This is an optimization exercise on Yosys and OpenROAD, whose aim is small area, a short achievable clock period and few clock cycles per item, not a production implementation. No functional check of the RTL was part of this run. Power and IR drop assume default switching activity.

==> design/flow/design.v <==
`timescale 1ns / 1ps
package spic_pkg;
  localparam int unsigned CFG_INDEX_W = 3;
  localparam logic [CFG_INDEX_W-1:0] CFG_QUERY_LENGTH   = 3'd0;
  localparam logic [CFG_INDEX_W-1:0] CFG_KEY_LENGTH     = 3'd1;
  localparam logic [CFG_INDEX_W-1:0] CFG_EXPECTED_TASKS = 3'd2;
  localparam logic [CFG_INDEX_W-1:0] CFG_ROW_LIMIT      = 3'd3;
  localparam logic [CFG_INDEX_W-1:0] CFG_INTERVAL_LIMIT = 3'd4;
  localparam logic [31:0] RST_QUERY_LENGTH   = 32'd1024;
  localparam logic [31:0] RST_KEY_LENGTH     = 32'd1024;
  localparam logic [31:0] RST_EXPECTED_TASKS = 32'd32;
  localparam logic [15:0] RST_ROW_LIMIT      = 16'd32;
  localparam logic [7:0]  RST_INTERVAL_LIMIT = 8'd16;
  typedef enum logic [1:0] {
    VERDICT_PENDING = 2'd0,
    VERDICT_VALID   = 2'd1,
    VERDICT_INVALID = 2'd2
  } verdict_t;
  typedef struct packed {
    logic [31:0] query_length;
    logic [31:0] key_length;
    logic [31:0] expected_tasks;
    logic [15:0] row_limit;
    logic [7:0]  interval_limit;
  } cfg_t;
  typedef struct packed {
    logic [31:0] task_query_start;
    logic [31:0] task_query_rows;
    logic [31:0] task_interval_total;
    logic [31:0] interval_start;
    logic [31:0] interval_stop;
    logic        plan_end;
  } item_t;
  typedef struct packed {
    verdict_t verdict;
    logic     error_seen;
  } result_t;
endpackage
`timescale 1ns / 1ps
module spic_cfg_regs (
  input  logic                                clk,
  input  logic                                rst_n,
  input  logic                                cfg_we,
  input  logic [spic_pkg::CFG_INDEX_W-1:0]    cfg_index,
  input  logic [31:0]                         cfg_wdata,
  output spic_pkg::cfg_t                      cfg
);
  spic_pkg::cfg_t cfg_r;
  always_ff @(posedge clk) begin
    if (!rst_n) begin
      cfg_r.query_length   <= spic_pkg::RST_QUERY_LENGTH;
      cfg_r.key_length     <= spic_pkg::RST_KEY_LENGTH;
      cfg_r.expected_tasks <= spic_pkg::RST_EXPECTED_TASKS;
      cfg_r.row_limit      <= spic_pkg::RST_ROW_LIMIT;
      cfg_r.interval_limit <= spic_pkg::RST_INTERVAL_LIMIT;
    end else if (cfg_we) begin
      unique case (cfg_index)
        spic_pkg::CFG_QUERY_LENGTH:   cfg_r.query_length   <= cfg_wdata;
        spic_pkg::CFG_KEY_LENGTH:     cfg_r.key_length     <= cfg_wdata;
        spic_pkg::CFG_EXPECTED_TASKS: cfg_r.expected_tasks <= cfg_wdata;
        spic_pkg::CFG_ROW_LIMIT:      cfg_r.row_limit      <= cfg_wdata[15:0];
        spic_pkg::CFG_INTERVAL_LIMIT: cfg_r.interval_limit <= cfg_wdata[7:0];
        default: ;
      endcase
    end
  end
  assign cfg = cfg_r;
endmodule
`timescale 1ns / 1ps
module spic_check_core (
  input  logic              clk,
  input  logic              rst_n,
  input  logic              advance,
  input  spic_pkg::cfg_t    cfg,
  input  spic_pkg::item_t   item,
  output spic_pkg::result_t result
);
  logic [31:0] query_cursor_r, query_cursor_nxt;
  logic [31:0] last_stop_r, last_stop_nxt;
  logic [31:0] intervals_left_r, intervals_left_nxt;
  logic [31:0] tasks_seen_r, tasks_seen_nxt;
  logic        failed_r, failed_nxt;
  logic        first;
  logic [31:0] remaining;
  logic        hdr_bad;
  logic        ivl_bad;
  logic [32:0] cursor_sum;
  logic [32:0] tasks_sum;
  logic [31:0] cursor_upd;
  logic [31:0] tasks_upd;
  logic [31:0] left_open;
  logic [31:0] left_upd;
  logic        failed_upd;
  logic        plan_ok;
  always_comb begin
    first     = (intervals_left_r == 32'd0);
    remaining = (cfg.query_length > query_cursor_r) ?
                (cfg.query_length - query_cursor_r) : 32'd0;
    hdr_bad = first && ((item.task_query_start != query_cursor_r) ||
                        (item.task_query_rows == 32'd0) ||
                        (item.task_query_rows > {16'd0, cfg.row_limit}) ||
                        (item.task_query_rows > remaining) ||
                        (item.task_interval_total == 32'd0) ||
                        (item.task_interval_total > {24'd0, cfg.interval_limit}));
    ivl_bad = (item.interval_start >= item.interval_stop) ||
              (item.interval_stop > cfg.key_length) ||
              (!first && (item.interval_start < last_stop_r));
    cursor_sum = {1'b0, query_cursor_r} + {1'b0, item.task_query_rows};
    tasks_sum  = {1'b0, tasks_seen_r} + 33'd1;
    cursor_upd = !first ? query_cursor_r :
                 (cursor_sum[32] ? 32'hFFFF_FFFF : cursor_sum[31:0]);
    tasks_upd  = !first ? tasks_seen_r :
                 (tasks_sum[32] ? 32'hFFFF_FFFF : tasks_sum[31:0]);
    left_open  = first ? item.task_interval_total : intervals_left_r;
    left_upd   = (left_open != 32'd0) ? (left_open - 32'd1) : 32'd0;
    failed_upd = failed_r | hdr_bad | ivl_bad;
    plan_ok = !failed_upd && (cursor_upd == cfg.query_length) &&
              (tasks_upd == cfg.expected_tasks) && (left_upd == 32'd0);
    if (item.plan_end) begin
      result.verdict     = plan_ok ? spic_pkg::VERDICT_VALID : spic_pkg::VERDICT_INVALID;
      result.error_seen  = !plan_ok;
      query_cursor_nxt   = 32'd0;
      last_stop_nxt      = 32'd0;
      intervals_left_nxt = 32'd0;
      tasks_seen_nxt     = 32'd0;
      failed_nxt         = 1'b0;
    end else begin
      result.verdict     = spic_pkg::VERDICT_PENDING;
      result.error_seen  = failed_upd;
      query_cursor_nxt   = cursor_upd;
      last_stop_nxt      = item.interval_stop;
      intervals_left_nxt = left_upd;
      tasks_seen_nxt     = tasks_upd;
      failed_nxt         = failed_upd;
    end
  end
  always_ff @(posedge clk) begin
    if (!rst_n) begin
      query_cursor_r   <= 32'd0;
      last_stop_r      <= 32'd0;
      intervals_left_r <= 32'd0;
      tasks_seen_r     <= 32'd0;
      failed_r         <= 1'b0;
    end else if (advance) begin
      query_cursor_r   <= query_cursor_nxt;
      last_stop_r      <= last_stop_nxt;
      intervals_left_r <= intervals_left_nxt;
      tasks_seen_r     <= tasks_seen_nxt;
      failed_r         <= failed_nxt;
    end
  end
endmodule
`timescale 1ns / 1ps
module sparse_interval_plan_checker (
  input  logic                             clk,
  input  logic                             rst_n,
  input  logic                             cfg_we,
  input  logic [spic_pkg::CFG_INDEX_W-1:0] cfg_index,
  input  logic [31:0]                      cfg_wdata,
  input  logic                             in_valid,
  output logic                             in_ready,
  input  logic [31:0]                      in_task_query_start,
  input  logic [31:0]                      in_task_query_rows,
  input  logic [31:0]                      in_task_interval_total,
  input  logic [31:0]                      in_interval_start,
  input  logic [31:0]                      in_interval_stop,
  input  logic                             in_plan_end,
  output logic                             out_valid,
  input  logic                             out_ready,
  output logic [1:0]                       out_verdict,
  output logic                             out_error_seen
);
  spic_pkg::cfg_t    cfg;
  spic_pkg::item_t   item_r;
  logic    item_valid_r;
  spic_pkg::result_t res;
  spic_pkg::result_t res_r;
  logic    res_valid_r;
  logic    advance;
  spic_cfg_regs u_cfg_regs (
    .clk       (clk),
    .rst_n     (rst_n),
    .cfg_we    (cfg_we),
    .cfg_index (cfg_index),
    .cfg_wdata (cfg_wdata),
    .cfg       (cfg)
  );
  assign advance  = item_valid_r && (!res_valid_r || out_ready);
  assign in_ready = !item_valid_r || advance;
  always_ff @(posedge clk) begin
    if (!rst_n) begin
      item_valid_r <= 1'b0;
    end else if (in_ready) begin
      item_valid_r <= in_valid;
    end
  end
  always_ff @(posedge clk) begin
    if (in_ready && in_valid) begin
      item_r.task_query_start    <= in_task_query_start;
      item_r.task_query_rows     <= in_task_query_rows;
      item_r.task_interval_total <= in_task_interval_total;
      item_r.interval_start      <= in_interval_start;
      item_r.interval_stop       <= in_interval_stop;
      item_r.plan_end            <= in_plan_end;
    end
  end
  spic_check_core u_check_core (
    .clk     (clk),
    .rst_n   (rst_n),
    .advance (advance),
    .cfg     (cfg),
    .item    (item_r),
    .result  (res)
  );
  always_ff @(posedge clk) begin
    if (!rst_n) begin
      res_valid_r <= 1'b0;
    end else if (advance) begin
      res_valid_r <= 1'b1;
    end else if (out_ready) begin
      res_valid_r <= 1'b0;
    end
  end
  always_ff @(posedge clk) begin
    if (advance) begin
      res_r <= res;
    end
  end
  assign out_valid      = res_valid_r;
  assign out_verdict    = res_r.verdict;
  assign out_error_seen = res_r.error_seen;
endmodule
==> design/flow/run.sh <==
#!/bin/bash
# synth_recipe.tcl (not shown) runs the flow's synth.tcl, then flattens the netlist and writes it again
# the make line also repeats each setting of config.mk as NAME=value (left out here)
make -C /OpenROAD-flow-scripts/flow DESIGN_CONFIG=/design/flow/config.mk WORK_HOME=/design/flow/orfs CLKGATE_MAP_FILE= SYNTH_SCRIPT=/design/flow/synth_recipe.tcl finish
==> design/flow/config.mk <==
export PLATFORM = sky130hd
export DESIGN_NAME = sparse_interval_plan_checker
export DESIGN_NICKNAME = sparse_interval_plan_checker
export VERILOG_FILES = /design/flow/design.v
export SDC_FILE = /design/flow/constraint.sdc
export NUM_CORES = 4
export LEC_CHECK = 0
export CAP_MARGIN = 20
export CORE_MARGIN = 2
export CORE_UTILIZATION = 40
export SLEW_MARGIN = 20
==> design/flow/constraint.sdc <==
create_clock -name core_clock -period 7.0 [get_ports {clk}]
set_input_delay 1.4000 -clock core_clock [delete_from_list [all_inputs] [get_ports {clk}]]
set_output_delay 1.4000 -clock core_clock [all_outputs]
set_load 0.01 [all_outputs]
==> reports/results.tsv <==
metric	value	unit
hpwl	77500	µm
clkTransAtPathRegs	0.06	ns
final_cell_mix	nand2_1, dfxtp_1, a21oi_1, ha_1, clkdlybuf4s50_1	
crit_fanout	9	
synth.distinct_cells	100	
grt_pass1_wl	154000	µm
hold_path_class	flop to flop	
drt_iter0_drc	3081	
status	no timing/DRC/antenna violations	
synth_compound_area_share	22.5	%
power_density	515	nW/µm²
rsz0062_at_grt	false	
combinationalPowerShare	65.7	%
cts_num_sinks	415	
grt_pass1_vias	24670	
synth_fp_nets	3681	
tightestPinTransition	1.18	ns
p_seq_share	17.7	%
n_fill_cell	6700	
synth_top_area_share	18.1	%
synth_edf_count	164	
syn_area	27700	µm²
crit_path_max_incr_delay	0.64	ns
cp_top_family	compound AO/OA/AOI/OAI gates	
drc	0	
ys.flop_type	dfxtp_1	
criticalPathCategory	flop to flop	
setup_ws	0.452	ns
via_per_inst	5.97	
setup.worst_path.end_class	flop	
die_y	267	µm
detail_route.wl_per_cell	23.4	µm
start_util	40.4	%
skew	0.0352	ns
ff2ff_setup_slack	0.45	ns
fin_tns_setup	0	ns
grt_overflow	0	
die_w	267	µm
clock_latency	0.63	ns
p_leak	12.1	nW
rows	96	
critPathSlowestCell	or4_1	
drive_gt1_share	7.16	%
yosysWarnings	3	
cts_max_level	2	
ys_ff_latch	415	
setup_viol	0	
yosysSeqAreaShare	35.9	%
p_sw	8.64	mW
critPathRequiredTime	7.35	ns
synthMuxAreaShare	0.663	%
async_flop_share	0	%
clock_path_buffers	3	
cpMostUsedCell	a21oi_2	
synth_top_family_by_area	compound AO/OA/AOI/OAI gates	
finalMaxSlewViolations	0	
synthToLayoutAreaGrowth	17.9	%
grt.total_usage	28.4	%
synthXorXnorAreaFrac	4.11	%
core_region_area	68600	µm²
post-place-ws	0.161	ns
fin_crit_sh	93.5	%
final_common_cell	nand2_1	
power.internal	8.21	mW
syn_inst	3260	
finalHoldViolCount	0	
yosys-top-cells-area	dfxtp_1, edfxtp_1, ha_1, nand2_1, a21oi_1	
slew_headroom	20.4	%
p_clk_share	16.6	%
crit_buf_inv	4	
grt_max_degree	115	
syn_avg_cell_area	8.51	µm²
clockRootBuffer	clkbuf_16	
ios	206	
gp_congestion	1.01	
routed_wl	103000	µm
cts_buffers	51	
die_area	71500	µm²
postRouteAntennaNets	0	
drt-pass1-iter-count	9	
fmax	0.153	GHz
vias	26315	
cts_setup_buffers	0	
seqCellArea	9950	µm²
numPortBuffers	205	
ir_drop	0.537	mV
crit_arrival	6.89	ns
synth_adder_area_share	9.98	%
period_needed	6.55	ns
tritoncts	yes	
multi_input_comb_area	16400	µm²
fin_nets	3855	
p_sw_share	51.3	%
maxCapViolations	0	
yosysTopAreaCell	dfxtp_1	
synth-simple-area-share	21.7	%
antenna_found_initial	9	
worst_setup_path_start_kind	flop	
[routing by layer]
layer	vias to the layer above	track usage (%)	share of wire (%)
li1	12382	-	-
met1	12481	39.5	44
met2	1217	44.2	44
met3	221	5.16	8.9
met4	14	9.32	3.4
met5	-	0	0.083
[power groups by stage]
stage	clock network, mW	logic, mW	registers, mW
after floorplan	0	7.30	2.94
after global placement	0	10.7	3.02
after detailed placement	0	10.6	3.02
after CTS	2.85	10.7	2.97
after global routing	2.95	11.8	3.00
final	2.80	11.1	2.98
[final timing paths]
kind                                      from                                 to  depth (start not counted)
max          u_cfg_regs.cfg_r[88]$_SDFFE_PN0P_                 res_r[0]$_DFFE_PP_                         30
min          u_cfg_regs.cfg_r[19]$_SDFFE_PN0P_  u_cfg_regs.cfg_r[19]$_SDFFE_PN0P_                          2
max reg2reg  u_cfg_regs.cfg_r[88]$_SDFFE_PN0P_                 res_r[0]$_DFFE_PP_                         30
min reg2reg  u_cfg_regs.cfg_r[19]$_SDFFE_PN0P_  u_cfg_regs.cfg_r[19]$_SDFFE_PN0P_                          2
[state kept, by name (all words and copies together) (netlist names)]
name,flops
u_check_core.last_stop_r,32
u_check_core.tasks_seen_r,32
u_cfg_regs.cfg_r,120
u_check_core.failed_r,1
res_r,3
item_r,161
u_check_core.intervals_left_r,32
item_valid_r,1
res_valid_r,1
u_check_core.query_cursor_r,32
[synth_stat cells (all sizes together), types with 16 or more instances]
library cell and count:
o31ai 17, a21o 60, a22oi 18, a211oi 25
and2 25, o21ai 152, nand2 429, nor2b 77
a31oi 34, xnor2 88, buf 22, or3 37
o21a 27, nor4 68, a21boi 137, nand4 75
and3 30, edfxtp 164, nor2 156, ha 218
clkbuf 135, and4 20, nor3 130, dfxtp 251
inv 196, o211ai 24, or4 20, nand3 83
o22ai 16, xor2 42, o221a 35, a21oi 243
[kinds of logic after synthesis]
logic type	Yosys count
compound gates	924
xor+xnor	130
fa+ha+maj	220
buf+inv	356
flops	415
mux	18
simple gates	1197
[worst register-to-register path, delay by kind of cell (launching register included)]
family          cells  cell delay (ns)
simple gates        6             1.50
buf+inv             4             0.53
fa+ha+maj           3             0.80
flops               1             0.31
compound gates     17             3.16
[through the flow]
| step | instance area [µm²] | power (mW) | cells | hold slack (ns) | util [%] |
|---|---|---|---|---|---|
| finish | 32700 | 16.8 | 4408 | 0.462 | 47.7 |
| global route | 32700 | 17.7 | 4407 | 0.484 | 47.7 |
| CTS | 32700 | 16.5 | 4407 | 0.466 | 47.6 |
| detailed placement | 30900 | 13.6 | 4312 | 0.458 | 45.0 |
| global placement | 30900 | 13.7 | 4312 | 0.452 | 45.0 |
| floorplan | 27700 | 10.2 | 3260 | 0.443 | - |
[area by class of cell]
type	count	share of cell area [%]
flip-flops and latches	415	30.4
diodes	1	0.00765
clock buffers	68	4.32
well taps	931	3.56
multi-input cells	2489	50.3
inverters	197	2.26
repair buffers	280	8.08
clock inverters	27	1.10
[timing repair]
item                                    in CTS  in global routing
hold buffers                                 0                  0
endpoints found under the setup margin       0                  3
resized for setup                            0                 12

==> separate check: timing with driven ports <==
Ports are ideal in the flow. The routed layout listed here was re-timed in OpenROAD.
Step 1, drivers: a clkbuf_16 drives clk and a buf_2 each remaining input, both assumed.
Step 2 times the ports against the registers' clock, not the clock port: input delays grow and output delays shrink by t, the midpoint of the rising clock arrivals with the driver on.
a / b / c = no drivers / after step 1 / after step 2; a / b = the first two.
t, ns: 0.672
setup WS [ns]: 0.452 / 0.452 / 0.452
slew at the worst register clock pin (ns): 0.07 / 0.07
After both steps this run still meets setup and hold. For this run, drivers alone change the setup slack by 0.000 ns; drivers and shift together by 0.000 ns.
